Context: an optimization exercise on an open-source flow, tuned for small area. The choices shown serve that exercise and are no tape-out recipe.
Function was checked by simulation only, so behaviour that the tests miss may differ from the original.
No activity file was given, so power comes from the tool's default toggle rates.

==> flow/design.v <==
`timescale 1ns/1ps
module tcp_stats_monitor (
  input  logic        ap_clk,
  input  logic        ap_rst_n,
  input  logic        ap_start,
  input  logic [63:0] cnt_preset,
  input  logic        rx_tvalid,
  input  logic        rx_tready,
  input  logic [7:0]  rx_tkeep,
  input  logic        rx_tlast,
  input  logic        tx_tvalid,
  input  logic        tx_tready,
  input  logic [7:0]  tx_tkeep,
  input  logic        tx_tlast,
  input  logic        tx_status_tvalid,
  input  logic        tx_status_tready,
  input  logic [63:0] tx_status_tdata,
  input  logic        open_status_tvalid,
  input  logic        open_status_tready,
  input  logic [23:0] open_status_tdata,
  input  logic        close_tvalid,
  input  logic        close_tready,
  output logic        ap_done,
  output logic        ap_idle,
  output logic [41:0] rx_bytes,
  output logic [41:0] tx_bytes,
  output logic [31:0] rx_pkts,
  output logic [31:0] tx_pkts,
  output logic [31:0] sts_total,
  output logic [31:0] sts_good,
  output logic [31:0] open_total,
  output logic [31:0] open_good,
  output logic [63:0] exec_cycles
);
  logic       start_prev;
  logic       rx_fire, tx_fire;
  logic [3:0] rx_cnt, tx_cnt;
  assign rx_fire = rx_tvalid & rx_tready & ap_rst_n;
  assign tx_fire = tx_tvalid & tx_tready & ap_rst_n;
  always_comb begin
    rx_cnt = 4'd0;
    tx_cnt = 4'd0;
    for (int i = 0; i < 8; i++) begin
      rx_cnt = rx_cnt + {3'd0, rx_tkeep[i]};
      tx_cnt = tx_cnt + {3'd0, tx_tkeep[i]};
    end
  end
  logic       s1_start, s1_close, s1_rxp, s1_txp, s1_sts, s1_stsg, s1_open, s1_openg;
  logic [3:0] s1_rxb, s1_txb;
  always_ff @(posedge ap_clk) begin
    start_prev <= ap_start & ap_rst_n;
    s1_start   <= ap_start & ~start_prev & ap_rst_n;
    s1_close   <= close_tvalid & close_tready & ap_rst_n;
    s1_rxb     <= rx_fire ? rx_cnt : 4'd0;
    s1_rxp     <= rx_fire & rx_tlast;
    s1_txb     <= tx_fire ? tx_cnt : 4'd0;
    s1_txp     <= tx_fire & tx_tlast;
    s1_sts     <= tx_status_tvalid & tx_status_tready & ap_rst_n;
    s1_stsg    <= tx_status_tvalid & tx_status_tready & ap_rst_n
                  & ~tx_status_tdata[63] & ~tx_status_tdata[62];
    s1_open    <= open_status_tvalid & open_status_tready & ap_rst_n;
    s1_openg   <= open_status_tvalid & open_status_tready & ap_rst_n & open_status_tdata[16];
  end
  logic       s2_start, s2_close, s2_rxp, s2_txp, s2_sts, s2_stsg, s2_open, s2_openg;
  logic [3:0] s2_rxb, s2_txb;
  logic       rst_q;   
  always_ff @(posedge ap_clk) begin
    rst_q    <= ~ap_rst_n;
    s2_start <= s1_start;
    s2_close <= s1_close;
    s2_rxb   <= s1_rxb;
    s2_rxp   <= s1_rxp;
    s2_txb   <= s1_txb;
    s2_txp   <= s1_txp;
    s2_sts   <= s1_sts;
    s2_stsg  <= s1_stsg;
    s2_open  <= s1_open;
    s2_openg <= s1_openg;
  end
  logic live;    
  logic clear;   
  logic keep;    
  logic [63:0] pre;   
  assign live  = ap_rst_n & ~rst_q;
  assign clear = live & s2_start;
  assign keep  = ap_rst_n & ~clear;
  assign pre   = cnt_preset & {64{clear}};
  logic close_now;
  logic running;
  assign close_now = live & s2_close;
  always_ff @(posedge ap_clk) begin
    ap_done <= close_now;
    running <= ~close_now & (clear | (running & ap_rst_n));
  end
  assign ap_idle = ~running;
  logic [41:0] rx_bytes_d, tx_bytes_d;
  logic [31:0] rx_pkts_d, tx_pkts_d, sts_total_d, sts_good_d, open_total_d, open_good_d;
  logic [63:0] exec_cycles_d;
  stat_add #(.W(42), .IW(4)) u_rxb (.q(rx_bytes),   .pre(pre[41:0]), .keep, .inc(s2_rxb & {4{live}}), .d(rx_bytes_d));
  stat_add #(.W(42), .IW(4)) u_txb (.q(tx_bytes),   .pre(pre[41:0]), .keep, .inc(s2_txb & {4{live}}), .d(tx_bytes_d));
  stat_add #(.W(32), .IW(1)) u_rxp (.q(rx_pkts),    .pre(pre[31:0]), .keep, .inc(s2_rxp & live),   .d(rx_pkts_d));
  stat_add #(.W(32), .IW(1)) u_txp (.q(tx_pkts),    .pre(pre[31:0]), .keep, .inc(s2_txp & live),   .d(tx_pkts_d));
  stat_add #(.W(32), .IW(1)) u_st  (.q(sts_total),  .pre(pre[31:0]), .keep, .inc(s2_sts & live),   .d(sts_total_d));
  stat_add #(.W(32), .IW(1)) u_sg  (.q(sts_good),   .pre(pre[31:0]), .keep, .inc(s2_stsg & live),  .d(sts_good_d));
  stat_add #(.W(32), .IW(1)) u_ot  (.q(open_total), .pre(pre[31:0]), .keep, .inc(s2_open & live),  .d(open_total_d));
  stat_add #(.W(32), .IW(1)) u_og  (.q(open_good),  .pre(pre[31:0]), .keep, .inc(s2_openg & live), .d(open_good_d));
  stat_add #(.W(64), .IW(1)) u_ex  (.q(exec_cycles), .pre(pre),    .keep, .inc(running & keep),  .d(exec_cycles_d));
  always_ff @(posedge ap_clk) begin
    rx_bytes    <= rx_bytes_d;
    tx_bytes    <= tx_bytes_d;
    rx_pkts     <= rx_pkts_d;
    tx_pkts     <= tx_pkts_d;
    sts_total   <= sts_total_d;
    sts_good    <= sts_good_d;
    open_total  <= open_total_d;
    open_good   <= open_good_d;
    exec_cycles <= exec_cycles_d;
  end
endmodule
module stat_add #(
  parameter int W  = 32,
  parameter int IW = 1
) (
  input  logic [W-1:0]  q,
  input  logic [W-1:0]  pre,
  input  logic          keep,
  input  logic [IW-1:0] inc,
  output logic [W-1:0]  d
);
  logic [W-1:0] base;
  logic [W:IW]  c;   
  assign base = (q & {W{keep}}) | pre;
  assign {c[IW], d[IW-1:0]} = {1'b0, base[IW-1:0]} + {1'b0, inc};
  localparam int B = 4;   
  localparam int S = 4;   
  localparam int NB = (W - IW + B - 1) / B;
  localparam int NS = (NB + S - 1) / S;
  logic [NB-1:0] pb;         
  logic [NB:0]   cb;         
  logic [NS-1:0] ps;         
  logic [NS:0]   cs;         
  for (genvar k = 0; k < NB; k++) begin : g_pb
    localparam int LO = IW + k * B;
    localparam int HI = (LO + B - 1 < W - 1) ? LO + B - 1 : W - 1;
    assign pb[k] = &base[HI:LO];
  end
  for (genvar m = 0; m < NS; m++) begin : g_ps
    localparam int LO = m * S;
    localparam int HI = (LO + S - 1 < NB - 1) ? LO + S - 1 : NB - 1;
    assign ps[m] = &pb[HI:LO];
  end
  assign cs[0] = c[IW];
  for (genvar m = 0; m < NS; m++) begin : g_cs
    assign cs[m+1] = cs[m] & ps[m];
  end
  for (genvar k = 0; k < NB; k++) begin : g_cb
    if (k % S == 0) begin : g_first
      assign cb[k] = cs[k / S];
    end else begin : g_next
      assign cb[k] = cb[k-1] & pb[k-1];
    end
  end
  for (genvar i = IW; i < W; i++) begin : g_bit
    if ((i - IW) % B == 0) begin : g_first
      if (i > IW) begin : g_c
        assign c[i] = cb[(i - IW) / B];
      end
    end else begin : g_next
      assign c[i] = c[i-1] & base[i-1];
    end
    assign d[i] = base[i] ^ c[i];
  end
endmodule
==> flow/config.mk <==
export PLATFORM = sky130hd
export DESIGN_NAME = tcp_stats_monitor
export DESIGN_NICKNAME = tcp_stats_monitor
export VERILOG_FILES = /design/flow/design.v
export SDC_FILE = /design/flow/constraint.sdc
export NUM_CORES = 4
export LEC_CHECK = 0
export ABC_AREA = 1
export CAP_MARGIN = 20
export CORE_MARGIN = 2
export CORE_UTILIZATION = 65
export CTS_BUF_LIST = sky130_fd_sc_hd__clkbuf_16
export CTS_CLUSTER_DIAMETER = 100
export CTS_CLUSTER_SIZE = 30
export GPL_TIMING_DRIVEN = 0
export PLACE_DENSITY = 0.75
export SLEW_MARGIN = 20
==> flow/constraint.sdc <==
create_clock -name core_clock -period 4.0 [get_ports {ap_clk}]
set_input_delay 0.8000 -clock core_clock [delete_from_list [all_inputs] [get_ports {ap_clk}]]
set_output_delay 0.8000 -clock core_clock [all_outputs]
set_load 0.01 [all_outputs]
standard.sh (not shown) runs the stock make flow with config.mk's settings and CLKGATE_MAP_FILE= SYNTH_SCRIPT=/design/flow/synth_recipe.tcl, a recipe that flattens the netlist after the stock synthesis.
==> flow/flow/run.sh <==
#!/bin/bash
# standard layout, with the port buffers made of the smallest buffer cell and
# gates on paths with positive slack downsized after global routing
cp standard.sh standard_sh_copy.log
export BUFFER_PORTS_ARGS="-buffer_cell sky130_fd_sc_hd__buf_1"
bash standard.sh RECOVER_POWER=100 finish > standard.log 2>&1
==> next run, changes <==
==> flow/flow/run.sh (replaced) <==
#!/bin/bash
# standard layout, with the port buffers made of the smallest buffer cell
cp standard.sh standard_sh_copy.log
export BUFFER_PORTS_ARGS="-buffer_cell sky130_fd_sc_hd__buf_1"
bash standard.sh > standard.log 2>&1
- CORE_UTILIZATION: 65 -> 40
- PLACE_DENSITY: 0.75 -> unset
What happened:
- design area climbs slightly
- sequential power stays flat
- non-clock buffer count rises by 4
- die area rose by well over a third
- first-iteration DRC count goes down by a quarter to a third

separate check: timing with driven ports:
The flow's constraints put no driver on any port. The routed layouts listed below were extracted and timed again, unchanged, in two steps. Step 1 assumes that a clkbuf_16 drives the clock port and a buf_2 every other input. Step 2, shift: input delay + t, output delay - t, t = (earliest + latest rising clock arrival at the registers) / 2. This alone moves slack from input paths to output paths. a / b / c = no drivers / after step 1 / after step 2; a / b = the first two.
run | shift t [ns] | slack for setup (ns) | hold slack, ns | worst setup path at the end | latest minus earliest clock arrival (ns)
the first run | 0.572 | 0.193 / 0.222 / -0.349 | 0.331 / 0.331 / 0.331 | input to register | 0.021 / 0.021
the second run | 0.585 | 0.268 / 0.295 / -0.282 | 0.291 / 0.291 / 0.291 | input to register | 0.042 / 0.041
With both steps, setup timing fails in the first run and the second run, where it was met with ideal ports. The setup slack of the second run, which loses most, moves by +0.027 ns with the drivers and by -0.550 ns with both steps.
